From an optimization exercise on the open Yosys and OpenROAD flow, aimed at small area, a short achievable clock period and few clock cycles per item; shortcuts taken in it are not production practice.
The RTL was checked by simulation tests, not by an equivalence proof against the original design.

[flow/run.sh]
#!/bin/bash
# synth_recipe.tcl (not shown) runs the flow's synth.tcl, then flattens the netlist and writes it again
# the make line also repeats each setting of config.mk as NAME=value (left out here)
make -C /OpenROAD-flow-scripts/flow DESIGN_CONFIG=/design/flow/config.mk WORK_HOME=/design/flow/orfs CLKGATE_MAP_FILE= SYNTH_SCRIPT=/design/flow/synth_recipe.tcl finish
[flow/config.mk]
export PLATFORM = sky130hd
export DESIGN_NAME = mdu_iter
export DESIGN_NICKNAME = mdu_iter
export VERILOG_FILES = /design/flow/design.v
export SDC_FILE = /design/flow/constraint.sdc
export NUM_CORES = 4
export LEC_CHECK = 0
export CAP_MARGIN = 20
export CORE_MARGIN = 2
export CORE_UTILIZATION = 40
export SETUP_SLACK_MARGIN = 0.3
export SLEW_MARGIN = 20
[flow/constraint.sdc]
create_clock -name core_clock -period 9.0 [get_ports {clk}]
set_input_delay 1.8000 -clock core_clock [delete_from_list [all_inputs] [get_ports {clk}]]
set_output_delay 1.8000 -clock core_clock [all_outputs]
set_load 0.01 [all_outputs]
[flow/design.v]
module mdu_iter #(
  parameter int XLEN     = 64,
  parameter int MUL_STEP = 4,
  parameter int DIV_STEP = 1
) (
  input  logic            clk,
  input  logic            reset,
  input  logic            flush,
  input  logic            in_valid,
  output logic            in_ready,
  input  logic [2:0]      op,
  input  logic            word,
  input  logic [XLEN-1:0] srca,
  input  logic [XLEN-1:0] srcb,
  output logic            out_valid,
  input  logic            out_ready,
  output logic [XLEN-1:0] result,
  output logic            busy
);
  localparam int PW = 2 * XLEN;
  localparam int CW = $clog2(XLEN);
  localparam logic [CW-1:0] MUL_LAST_X = XLEN / MUL_STEP - 1;
  localparam logic [CW-1:0] MUL_LAST_W = 32 / MUL_STEP - 1;
  localparam logic [CW-1:0] DIV_LAST_X = XLEN / DIV_STEP - 1;
  localparam logic [CW-1:0] DIV_LAST_W = 32 / DIV_STEP - 1;
  localparam logic signed [31:0] MIN32 = 32'sh8000_0000;
  localparam logic [XLEN-1:0]     MIN_X = {1'b1, {(XLEN-1){1'b0}}};
  typedef enum logic [1:0] {IDLE, MUL, DIV, DONE} state_t;
  typedef enum logic [2:0] {
    OP_MUL, OP_MULH, OP_MULHSU, OP_MULHU, OP_DIV, OP_DIVU, OP_REM, OP_REMU
  } op_t;
  function automatic logic [XLEN-1:0] wext(input logic [XLEN-1:0] v, input logic w);
    wext = w ? {{(XLEN-32){v[31]}}, v[31:0]} : v;
  endfunction
  function automatic logic [XLEN-1:0] mul_pick(input logic [PW-1:0] p, input logic neg,
                                               input logic hi, input logic w);
    logic [PW-1:0] s;
    s = neg ? -p : p;
    mul_pick = hi ? s[PW-1:XLEN] : wext(s[XLEN-1:0], w);
  endfunction
  state_t state_q, state_d;
  op_t    op_in;
  logic                  is_mul, is_rem, a_signed, b_signed, a_neg, b_neg;
  logic                  div_zero, div_ovf, special;
  logic signed [31:0]    a_lo, b_lo;
  logic [XLEN-1:0]       a_ext, b_ext, a_mag, b_mag, sp_val, min_val;
  logic [CW-1:0]         last_d;
  logic                  word_q, hi_q, neg_q, rneg_q, rem_sel_q;
  logic [CW-1:0]         cnt_q, last_q;
  logic [PW-1:0]         acc_q, mcand_q, mul_part, acc_nx;
  logic [XLEN-1:0]       mplier_q, quo_q, rem_q, dvsr_q, result_q;
  logic [XLEN-1:0]       div_quo, div_rem, quo_fix, rem_fix, mul_res, div_res;
  logic [XLEN:0]         trial;
  assign op_in  = op_t'(op);
  assign result = result_q;
  always_comb begin
    is_mul   = ~op[2];
    is_rem   = op[1];
    a_signed = (op_in == OP_MUL) || (op_in == OP_MULH) || (op_in == OP_MULHSU) ||
               (op_in == OP_DIV) || (op_in == OP_REM) || (word && is_mul);
    b_signed = (op_in == OP_MUL) || (op_in == OP_MULH) ||
               (op_in == OP_DIV) || (op_in == OP_REM) || (word && is_mul);
    a_lo     = srca[31:0];
    b_lo     = srcb[31:0];
    a_ext    = srca;
    b_ext    = srcb;
    min_val  = MIN_X;
    if (word) begin
      min_val = {{(XLEN-32){MIN32[31]}}, MIN32};
      if (a_signed) a_ext = {{(XLEN-32){a_lo[31]}}, a_lo};
      else          a_ext = {{(XLEN-32){1'b0}}, srca[31:0]};
      if (b_signed) b_ext = {{(XLEN-32){b_lo[31]}}, b_lo};
      else          b_ext = {{(XLEN-32){1'b0}}, srcb[31:0]};
    end
    a_neg    = a_signed & a_ext[XLEN-1];
    b_neg    = b_signed & b_ext[XLEN-1];
    a_mag    = a_neg ? -a_ext : a_ext;
    b_mag    = b_neg ? -b_ext : b_ext;
    div_zero = (b_ext == '0);
    div_ovf  = a_signed && (a_ext == min_val) && (b_ext == '1);
    special  = !is_mul && (div_zero || div_ovf);
    sp_val   = div_zero ? (is_rem ? a_ext : '1) : (is_rem ? '0 : a_ext);
    if (is_mul) last_d = word ? MUL_LAST_W : MUL_LAST_X;
    else        last_d = word ? DIV_LAST_W : DIV_LAST_X;
  end
  assign mul_part = mcand_q * {{(PW-MUL_STEP){1'b0}}, mplier_q[MUL_STEP-1:0]};
  assign acc_nx   = acc_q + mul_part;
  assign mul_res  = mul_pick(acc_nx, neg_q, hi_q, word_q);
  always_comb begin
    div_rem = rem_q;
    div_quo = quo_q;
    trial   = '0;
    for (int i = 0; i < DIV_STEP; i++) begin
      trial   = {div_rem, div_quo[XLEN-1]};
      div_quo = div_quo << 1;
      if (trial >= {1'b0, dvsr_q}) begin
        trial      = trial - {1'b0, dvsr_q};
        div_quo[0] = 1'b1;
      end
      div_rem = trial[XLEN-1:0];
    end
  end
  assign quo_fix = neg_q  ? -div_quo : div_quo;
  assign rem_fix = rneg_q ? -div_rem : div_rem;
  assign div_res = wext(rem_sel_q ? rem_fix : quo_fix, word_q);
  always_ff @(posedge clk) begin
    if (!reset) state_q <= IDLE;
    else        state_q <= state_d;
  end
  always_comb begin
    state_d   = state_q;
    in_ready  = (state_q == IDLE);
    out_valid = (state_q == DONE);
    busy      = (state_q != IDLE);
    case (state_q)
      IDLE: if (in_valid) begin
        if (is_mul) begin
          state_d = MUL;
        end else if (special) begin
          state_d = DONE;
        end else begin
          state_d = DIV;
        end
      end
      MUL:     if (cnt_q == last_q) state_d = DONE;
      DIV:     if (cnt_q == last_q) state_d = DONE;
      DONE:    if (out_ready) state_d = IDLE;
      default: state_d = IDLE;
    endcase
    if (flush) state_d = IDLE;
  end
  always_ff @(posedge clk) begin
    if (!reset) begin
      word_q    <= 1'b0;
      hi_q      <= 1'b0;
      neg_q     <= 1'b0;
      rneg_q    <= 1'b0;
      rem_sel_q <= 1'b0;
      cnt_q     <= '0;
      last_q    <= '0;
      acc_q     <= '0;
      mcand_q   <= '0;
      mplier_q  <= '0;
      quo_q     <= '0;
      rem_q     <= '0;
      dvsr_q    <= '0;
      result_q  <= '0;
    end else if (!flush) begin
      case (state_q)
        IDLE: if (in_valid) begin
          word_q    <= word;
          hi_q      <= is_mul && !word && (op_in != OP_MUL);
          neg_q     <= a_neg ^ b_neg;
          rneg_q    <= a_neg;
          rem_sel_q <= is_rem;
          cnt_q     <= '0;
          last_q    <= last_d;
          acc_q     <= '0;
          mcand_q   <= {{XLEN{1'b0}}, a_mag};
          mplier_q  <= b_mag;
          quo_q     <= word ? (a_mag << (XLEN - 32)) : a_mag;
          rem_q     <= '0;
          dvsr_q    <= b_mag;
          if (special) result_q <= wext(sp_val, word);
        end
        MUL: begin
          acc_q    <= acc_nx;
          mcand_q  <= mcand_q << MUL_STEP;
          mplier_q <= mplier_q >> MUL_STEP;
          if (cnt_q == last_q) result_q <= mul_res;
          else                 cnt_q    <= cnt_q + 1'b1;
        end
        DIV: begin
          quo_q <= div_quo;
          rem_q <= div_rem;
          if (cnt_q == last_q) result_q <= div_res;
          else                 cnt_q    <= cnt_q + 1'b1;
        end
        default: ;
      endcase
    end
  end
endmodule
==> flow_summary.toml <==
[route]
drc = 0
drt_iter0_drc = 9432
wl_per_cell_um = 29.5
viasPerCell = 6.39
dr_total_vias = 73800
drt_pass1_iterations = 9
drt_wl_total_um = 340000
ant_nets = 0

[setup_path]
end_kind = "flop"
worst_setup_path_start_kind = "flop"
worst_path_max_delay_cell = "or4_1"
reg2regPathDepth = 25
cp.required_ns = 9.65
arrival_ns = 9.26
crit_path_max_fanout = 21
critPathMaxStageDelay_ns = 0.67
critical_path_class = "flop to flop"

[grt]
top_usage_layer = "met1"
track_usage_pct = 39.0
antenna_found_initial = 31
grt_pass1_vias = 67900
grt_util_met3_pct = 9.85
met1_usage_pct = 55.1
grt_start_max_net_pins = 173
grtUsageMet2_pct = 54.8
grt.overflow.total = 0
grt_pass1_wl_um = 486000

[floorplan]
core_area_um2 = 164000
fp.dieArea_um2 = 168000
rows = 149
die_h_um = 410
pin_count = 204
floorplan.initialDensity_pct = 40.1
die_w_um = 410

[placement]
io_buffer_count = 203
dp_cells = 11400
hpwl_um = 271000
gp_congestion = 1.05
pre_cts_slack_ns = 0.128

[power]
p_leak_nw = 29.7
power_mw = 9.56
vdd_drop_max_uv = 157
p_per_area_nw_per_um2 = 128

[cts]
cts_tree = "yes"
cts_buffers = 83
clk_pin_slew_ns = 0.06
clockBufferDepth = 3
htreeDepth = 3
clk_latency_ns = 0.80
cts-root-buf = "clkbuf_16"
cts.sink_count = 593

[finish]
drive_above_1_share_pct = 7.09
final_cell_mix = "1042 x nand2_1, 911 x nor2_1, 840 x a21oi_1, 610 x inv_1, 586 x dfxtp_1"
fin_cells = 11500
final_common_cell = "nand2_1"
area_delta_synth_final_pct = 13.0
fillers = 17100
final_nets = 9990

[timing]
hold_viol = 0
tightestPinTransition_ns = 1.26
post-route-period-util_pct = 95.7
fmax_mhz = 116
rsz0062_at_grt = "no"
setup_tns_ns = 0
fin_ws_ns = 0.390
slew_viol_final = 0
max_slew_margin_pct = 15.5
fin_skew_ns = 0.0781
worst_hold_slack_ns = 0.446
setup_viol = 0
fin_crit_ns = 8.61

[yosys]
synth.top_cells.by_area = "dfxtp_1 18%, fa_1 11%, a21oi_1 6.4%"
yosysWarnings = 1
yosysSeqAreaShare_pct = 18.0
synth_ff_type = "dfxtp_1"
synth-edff-count = 0
avgSynthCellArea_um2 = 7.12
synth_top_area_cell = "dfxtp_1"
async_flop_share_pct = 0
syn_nets = 9977
synth_seq_cells = 593
synth_cells = 9259
ys_types = 102
yosysTopAreaCellShare_pct = 18.0
synth.cell_area_um2 = 66000

[run_status]
status = "finished clean"

[job]
max_cap_viol_count = 0

[min_path]
hold_path_depth = 2
hp-class = "flop to flop"
[critical path, delay by kind of cell, from the launching register on]
family	cells	cell delay, ns
flops	1	0.53
xor+xnor	2	0.70
simple gates	6	2.16
buf+inv	5	0.74
fa+ha+maj	4	1.87
compound gates	8	2.48
[worst paths after layout]
| kind | startpoint | end | slack (ns) |
|---|---|---|---|
| max | mplier_q[2] | result_q[45] | 0.39 |
| min reg2reg | result_q[4] | result_q[4] | 0.45 |
| max reg2reg | mplier_q[2] | result_q[45] | 0.39 |
| min | result_q[4] | result_q[4] | 0.45 |
[cells in the mapped netlist (all sizes together) (133+ instances only)]
library cell     n
nor3           223
o21ai          594
dfxtp          593
xnor2          251
a31oi          159
fa             375
a21oi          846
and2           516
nand2         1047
inv            616
a211oi         133
nand4          186
ha             206
xor2           164
nand3          319
nor2           920
clkbuf         567
[cell type report]
class / instances / area [um2] / share of cell area (%)
Sequential cell: 593 / 11900 / 16.0
Clock inverter: 43 / 651 / 0.873
Inverter: 618 / 2330 / 3.12
Timing Repair Buffer: 561 / 4840 / 6.49
Clock buffer: 108 / 2320 / 3.12
Multi-Input combinational cell: 7415 / 49700 / 66.7
Tap cell: 2189 / 2740 / 3.68
Antenna cell: 16 / 40.0 / 0.0537
[routing by layer]
| metal | vias to the layer above | wire (um) | share of wire (%) |
|---|---|---|---|
| met5 | - | 132 | 0.039 |
| met4 | 18 | 18800 | 5.5 |
| met3 | 745 | 38200 | 11 |
| met2 | 4181 | 136000 | 40 |
| met1 | 36100 | 147000 | 43 |
| li1 | 32700 | - | - |
[stage by stage]
step / cell area (um2) / util (%)
final: 74500 / 45.3
after CTS: 74300 / 45.2
after floorplan: 66000 / -
after detailed placement: 71300 / 43.4
after global placement: 71300 / 43.4
after global routing: 74500 / 45.3
[power by group]
group	internal, mW	switching, mW
Sequential	2.74	0.173
Combinational	0.943	2.03
Clock	2.13	1.55
Total	5.81	3.75
[cells by family (layout without fill, tap and decap cells)]
| family | after synthesis | after routing | synth area share, % |
|---|---|---|---|
| flops | 593 | 593 | 18.0 |
| other cells | 0 | 16 | 0 |
| fa+ha+maj | 614 | 614 | 15.8 |
| buf+inv | 1251 | 1330 | 7.21 |
| xor+xnor | 415 | 415 | 5.51 |
| mux | 97 | 97 | 1.49 |
| simple gates | 3693 | 3693 | 27.1 |
| compound gates | 2596 | 2596 | 24.9 |
[state kept, by name (all words and copies together) (netlist names)]
signal / flops
cnt_q: 6
quo_q: 64
state_q: 2
mcand_q: 128
rem_q: 64
neg_q: 1
result_q: 64
hi_q: 1
rneg_q: 1
acc_q: 128
last_q: 4
rem_sel_q: 1
mplier_q: 64
dvsr_q: 64
word_q: 1
[repair_timing]
action | CTS | global route
setup endpoints to repair | 8 | 48
pin swaps | 0 | 1
resized for setup | 2 | 34
endpoints found under the hold margin | 0 | 0
buffers inserted | 0 | 1
hold buffers | 0 | 0
Testbench counts, summed over its fixed seeds: cycles 163,600, items 4,800.

[static timing again, ports no longer ideal]
Ports are ideal in the flow. The routed layout listed here was re-timed in OpenROAD. Step 1 sets driving cells, clkbuf_16 on the clock port and buf_2 on the other inputs (assumed; they add their load-dependent delay and slew). Step 2 times the ports against the registers' clock, not the clock port: input delays grow and output delays shrink by t, the midpoint of the rising clock arrivals with the driver on. a / b / c = ideal ports / drivers / drivers and shift; a / b = the first two.
t (ns): 0.852
slack for setup (ns): 0.390 / 0.390 / 0.390
worst setup path after step 2: register to register
worst register clock-pin slew, ns: 0.07 / 0.07
After both steps setup and hold are still met in this run. For this run, drivers alone change the setup slack by 0.000 ns; drivers and shift together by 0.000 ns.
